Context: an optimization exercise on an open-source flow, tuned for small area, a short achievable clock period and few clock cycles per item. The choices shown serve that exercise and are no tape-out recipe. Function was checked by simulation only, so behaviour that the tests miss may differ from the original.

## flow/design.v (module list and top-level ports; edited modules follow where they fit)
// module esd_fa: 10 lines
// module esd_ha: 9 lines
// module epoch_seconds_to_date: 3743 lines
module epoch_seconds_to_date (
    input  logic        i_clk,
    input  logic        i_rst_n,
    input  logic        start,
    output logic        busy,
    input  logic [31:0] i_epoch_seconds,
    output logic        o_done,
    output logic [11:0] o_year,
    output logic [3:0]  o_month,
    output logic [4:0]  o_day,
    output logic [4:0]  o_hour,
    output logic [5:0]  o_minute,
    output logic [5:0]  o_second
);
  // ...
==> flow/run.sh <==
#!/bin/bash
# synth_recipe.tcl (not shown) runs the flow's synth.tcl, then flattens the netlist and writes it again
# the make line also repeats each setting of config.mk as NAME=value (left out here)
make -C /OpenROAD-flow-scripts/flow DESIGN_CONFIG=/design/flow/config.mk WORK_HOME=/design/flow/orfs CLKGATE_MAP_FILE= SYNTH_SCRIPT=/design/flow/synth_recipe.tcl finish
==> flow/config.mk <==
export PLATFORM = sky130hd
export DESIGN_NAME = epoch_seconds_to_date
export DESIGN_NICKNAME = epoch_seconds_to_date
export VERILOG_FILES = /design/flow/design.v
export SDC_FILE = /design/flow/constraint.sdc
export NUM_CORES = 4
export LEC_CHECK = 0
export CAP_MARGIN = 20
export CORE_MARGIN = 2
export CORE_UTILIZATION = 40
export CTS_BUF_LIST = sky130_fd_sc_hd__clkbuf_8 sky130_fd_sc_hd__clkbuf_16
export CTS_CLUSTER_DIAMETER = 120
export CTS_CLUSTER_SIZE = 24
export SETUP_SLACK_MARGIN = 4.45
export SLEW_MARGIN = 20
export SYNTH_HIERARCHICAL = 1
==> flow/constraint.sdc <==
create_clock -name core_clock -period 7.0 [get_ports {i_clk}]
set_input_delay 1.4000 -clock core_clock [delete_from_list [all_inputs] [get_ports {i_clk}]]
set_output_delay 1.4000 -clock core_clock [all_outputs]
set_load 0.01 [all_outputs]
==> flow_summary.json, run 1 <==
{
  "status": "timing/DRC/antenna clean",
  "critPathBufInv": 1,
  "largest_reg_flops": 7,
  "holdCritStartpoint": "r3_224$_DFF_P_",
  "synth_xor_area_frac": 0.05240,
  "drtAntennaViolNets": 0,
  "seq_area_um2": 6684,
  "layout_min_cycle_time_ns": 2.517,
  "nNonClkInverters": 56,
  "clockBufferDepth": 3,
  "grt_pass1_vias": 7007,
  "fin_util": 0.4628,
  "cts_setup_buffers": 7,
  "rsz0062_at_grt": "true",
  "synth_cell_types": 62,
  "hold_viol": 0,
  "synth-seq-cells": 331,
  "r2r_end": "r7_298$_DFF_P_",
  "setup_ws_ns": 4.483,
  "synth_ff_type": "dfxtp_1",
  "finish.instance_area_um2": 15060,
  "synthAdderAreaFrac": 0.2685,
  "multi_input_area_share": 0.4181,
  "dr_wl_met3_um": 764,
  "min_to": "r4_225$_DFF_P_",
  "htree_levels": 1,
  "critPathKind": "reg2reg",
  "dr.max_layer_used": "met4",
  "path_cells": "xnor2_4 -> buf_4 -> o21ai_0 -> a21oi_1 -> ha_1 -> a21o_1 -> a31oi_4 -> a211oi_1 -> o21ai_1 -> o211ai_1 -> xor2_1",
  "grt_use_met2": 0.2073,
  "cp.depth": 11,
  "wl_met2_um": 9481,
  "setup_viol": 0
}
Testbench counts, summed over its fixed seeds: cycles 16,056, items 16,000.
==> run 2, diff against run 1 <==
--- a/flow/config.mk
+++ b/flow/config.mk
@@ -10,7 +10,7 @@
 export CORE_UTILIZATION = 40
 export CTS_BUF_LIST = sky130_fd_sc_hd__clkbuf_8 sky130_fd_sc_hd__clkbuf_16
 export CTS_CLUSTER_DIAMETER = 120
-export CTS_CLUSTER_SIZE = 24
+export CTS_CLUSTER_SIZE = 30
 export SETUP_SLACK_MARGIN = 4.45
 export SLEW_MARGIN = 20
 export SYNTH_HIERARCHICAL = 1
==> run 2 against run 1 <==
Compared with the run above: still clean; core utilization about the same; register-to-register slack about the same; die area unchanged; critical path type unchanged; highest routed layer unchanged.
==> flow_summary.json, run 2 <==
{
  "synth_cells": 1040,
  "antenna_found_initial": 0,
  "gr-usage-all-layers": 0.1162,
  "clk_pin_slew_ns": 0.11,
  "io_pins": 75,
  "rsz0062_at_grt": "true",
  "worst_ep_arrival_time_ns": 2.91,
  "io_buffers": 73,
  "worst_slew_pin_slew_ns": 0.5797,
  "drv_slew": 0,
  "cp-start-kind": "flip-flop",
  "critPathKind": "reg2reg",
  "hold_class": "reg2reg",
  "gp_congestion": 0.8088,
  "setup_viol": 0,
  "top_register": "r_vld",
  "max_cap_viol_count": 0,
  "grt_overflow": 0,
  "synth_common_cells": "dfxtp_1, ha_1, fa_1",
  "synth_area_um2": 13200,
  "htree_levels": 1,
  "clk_latency_ns": 0.50,
  "drtAntennaViolNets": 0,
  "yosysTopAreaCell": "dfxtp_1",
  "skew_ns": 0.01404,
  "drt_wl_total_um": 19390,
  "dieArea_um2": 34480,
  "synth_cell_types": 62,
  "synthTopCellsByArea": "dfxtp_1, fa_1, ha_1",
  "synth-seq-cells": 331,
  "critical_path.max_fanout": 9,
  "first_pass_iters": 4,
  "wl_per_cell_um": 12.53,
  "fmax_ghz": 0.3966,
  "antenna_cells": 0,
  "worstPathRequired_ns": 7.39,
  "cts_sinks": 331,
  "synth_top_area_share": 0.5018,
  "synthArstFlopShare": 0,
  "grt_max_degree": 31,
  "hold_viol": 0,
  "drive_above_1_share": 0.1158,
  "layout_min_cycle_time_ns": 2.521,
  "cp-end-kind": "flip-flop",
  "fin_crit_sh": 0.3602,
  "grt_pass1_vias": 6967,
  "die_x_um": 185.7,
  "num-fill-cells": 2966,
  "synth_edf_count": 0,
  "grt_pass1_wl_um": 32860,
  "areaGrowthSynthToFinish_pct": 13.93,
  "synth_ff_type": "dfxtp_1",
  "post-synth-top-count-cell": "dfxtp_1",
  "mostFrequentLayoutCells": "dfxtp_1, ha_1, fa_1",
  "status": "timing/DRC/antenna clean",
  "fp.coreArea_um2": 32540,
  "ctsRootBufferMaster": "clkbuf_16",
  "dp_hpwl_um": 14430,
  "synth_fp_nets": 1298,
  "largest_reg_flops": 7,
  "cts_buffers": 15,
  "synth-seq-area-share": 0.5018,
  "initial_core_util": 0.4058,
  "reg2reg_slack_ns": 4.48,
  "fin_tns_setup_ns": 0,
  "relSlewSlack": 0.6107,
  "avgSynthCellArea_um2": 12.70,
  "clockBufferDepth": 3,
  "vias": 6928,
  "fin_nets": 1363,
  "tritoncts": "yes",
  "drt_first_iter_violations": 237,
  "synth_warnings": 7,
  "final_common_cell": "dfxtp_1",
  "die_h_um": 185.7,
  "num_rows": 66,
  "avgViaCountPerCell": 4.478,
  "post-route-drc-count": 0
}
## run 2: changes by cell type in the layout (fill, tap and decap cells not counted), sizes merged
cell           before  now
clkbuf             17   15
dlygate4sd2        30   31
inv                56   57
clkdlybuf4s15       9    8
buf                23   27
clkinvlp            2    1
## run 2: logic make-up (layout without fill, tap and decap cells)
logic type / count (synthesis) / after routing / share of synthesized area
buffers and inverters: 108 / 173 / 0.04255
AOI/OAI and AO/OA: 120 / 120 / 0.06207
xor gates and xnor gates: 79 / 79 / 0.05240
adders and majority gates: 224 / 224 / 0.2685
other: 1 / 1 / 0.0002840
and+or+nand+nor: 170 / 170 / 0.06681
DFF: 331 / 331 / 0.5018
muxes: 7 / 7 / 0.005591
## run 2: layout make-up
type | count | area (um^2) | area share
Sequential cell | 331 | 6684 | 0.4443
Multi-Input combinational cell | 601 | 6286 | 0.4179
Timing Repair Buffer | 100 | 898.4 | 0.05972
Tap cell | 442 | 553.0 | 0.03676
Clock buffer | 15 | 375.4 | 0.02495
Inverter | 56 | 214.0 | 0.01422
Clock inverter | 2 | 32.53 | 0.002163
## run 2: final timing paths
| check | end | cells after the start | startpoint |
|---|---|---|---|
| worst min-delay path | r4_225$_DFF_P_ | 0 | r3_224$_DFF_P_ |
| worst max-delay path | r7_298$_DFF_P_ | 12 | r6_244$_DFF_P_ |
| worst max register to register | r7_298$_DFF_P_ | 12 | r6_244$_DFF_P_ |
| worst min register to register | r4_225$_DFF_P_ | 0 | r3_224$_DFF_P_ |
## run 2: metal layers
| layer | global-route usage | vias to the layer above | wire [um] |
|---|---|---|---|
| li1 | - | 3537 | - |
| met1 | 0.1451 | 3251 | 8875 |
| met2 | 0.2068 | 111 | 9333 |
| met3 | 0.01937 | 29 | 682 |
| met4 | 0.03213 | 0 | 493 |
| met5 | 0 | - | 0 |
## run 2: metrics by stage
step	area, um^2	hold slack [ns]	worst slack, ns	cells	utilization
after floorplan	13220	0.3096	4.371	1040	-
after global placement	14140	0.3103	3.740	1503	0.4347
after detailed placement	14140	0.3121	3.616	1503	0.4347
after CTS	14690	0.3236	4.257	1527	0.4516
after global routing	15040	0.3352	4.325	1547	0.4624
final	15040	0.3279	4.479	1547	0.4624
## run 2: what timing repair did
action	4_1_cts	5_1_grt
buffers inserted	7	20
resized for setup	73	67
hold buffers	0	0
cloned	0	0
pin swaps	10	36
endpoints found under the setup margin	60	27
## run 2: worst max-delay path, cell delays in order, from the launching register on
cell and delay, ns:
dfxtp_4 0.39, xnor2_4 0.22, buf_4 0.14, buf_4 0.14, o21ai_1 0.09, a21oi_1 0.21
ha_1 0.31, a21o_1 0.23, a31oi_4 0.17, inv_2 0.06, mux2i_1 0.15, o211ai_1 0.11
xor2_1 0.17
## run 2: modules after synthesis, one instance, submodules excluded
module | flops+latches | copies in the design
esd_fa | 0 | 99
esd_ha | 0 | 84
epoch_seconds_to_date | 331 | 1

re-timing with driven ports:
How much do the figures lean on ideal ports? The routed layouts below were timed once more, with nothing changed but the port constraints.
Step 1, drivers: a clkbuf_16 drives i_clk and a buf_2 each remaining input, both assumed.
Step 2 adds t to the input delays and takes it off the output delays; t is the mean of the earliest and latest rising clock arrival at the registers after step 1. Input paths then give back, and output paths get back, about the clock's delay inside the block.
a / b / c = ideal / step 1 / step 2; a / b = the first two.
run | t, ns | slack for setup (ns) | worst setup path at the end | latest minus earliest clock arrival (ns) | worst register clock-pin slew, ns
run 1 | 0.551 | 4.483 / 4.458 / 4.483 | register to register | 0.025 / 0.025 | 0.10 / 0.10
run 2 | 0.543 | 4.479 / 4.462 / 4.479 | register to register | 0.020 / 0.020 | 0.11 / 0.11
After both steps setup and hold are still met in every run listed.
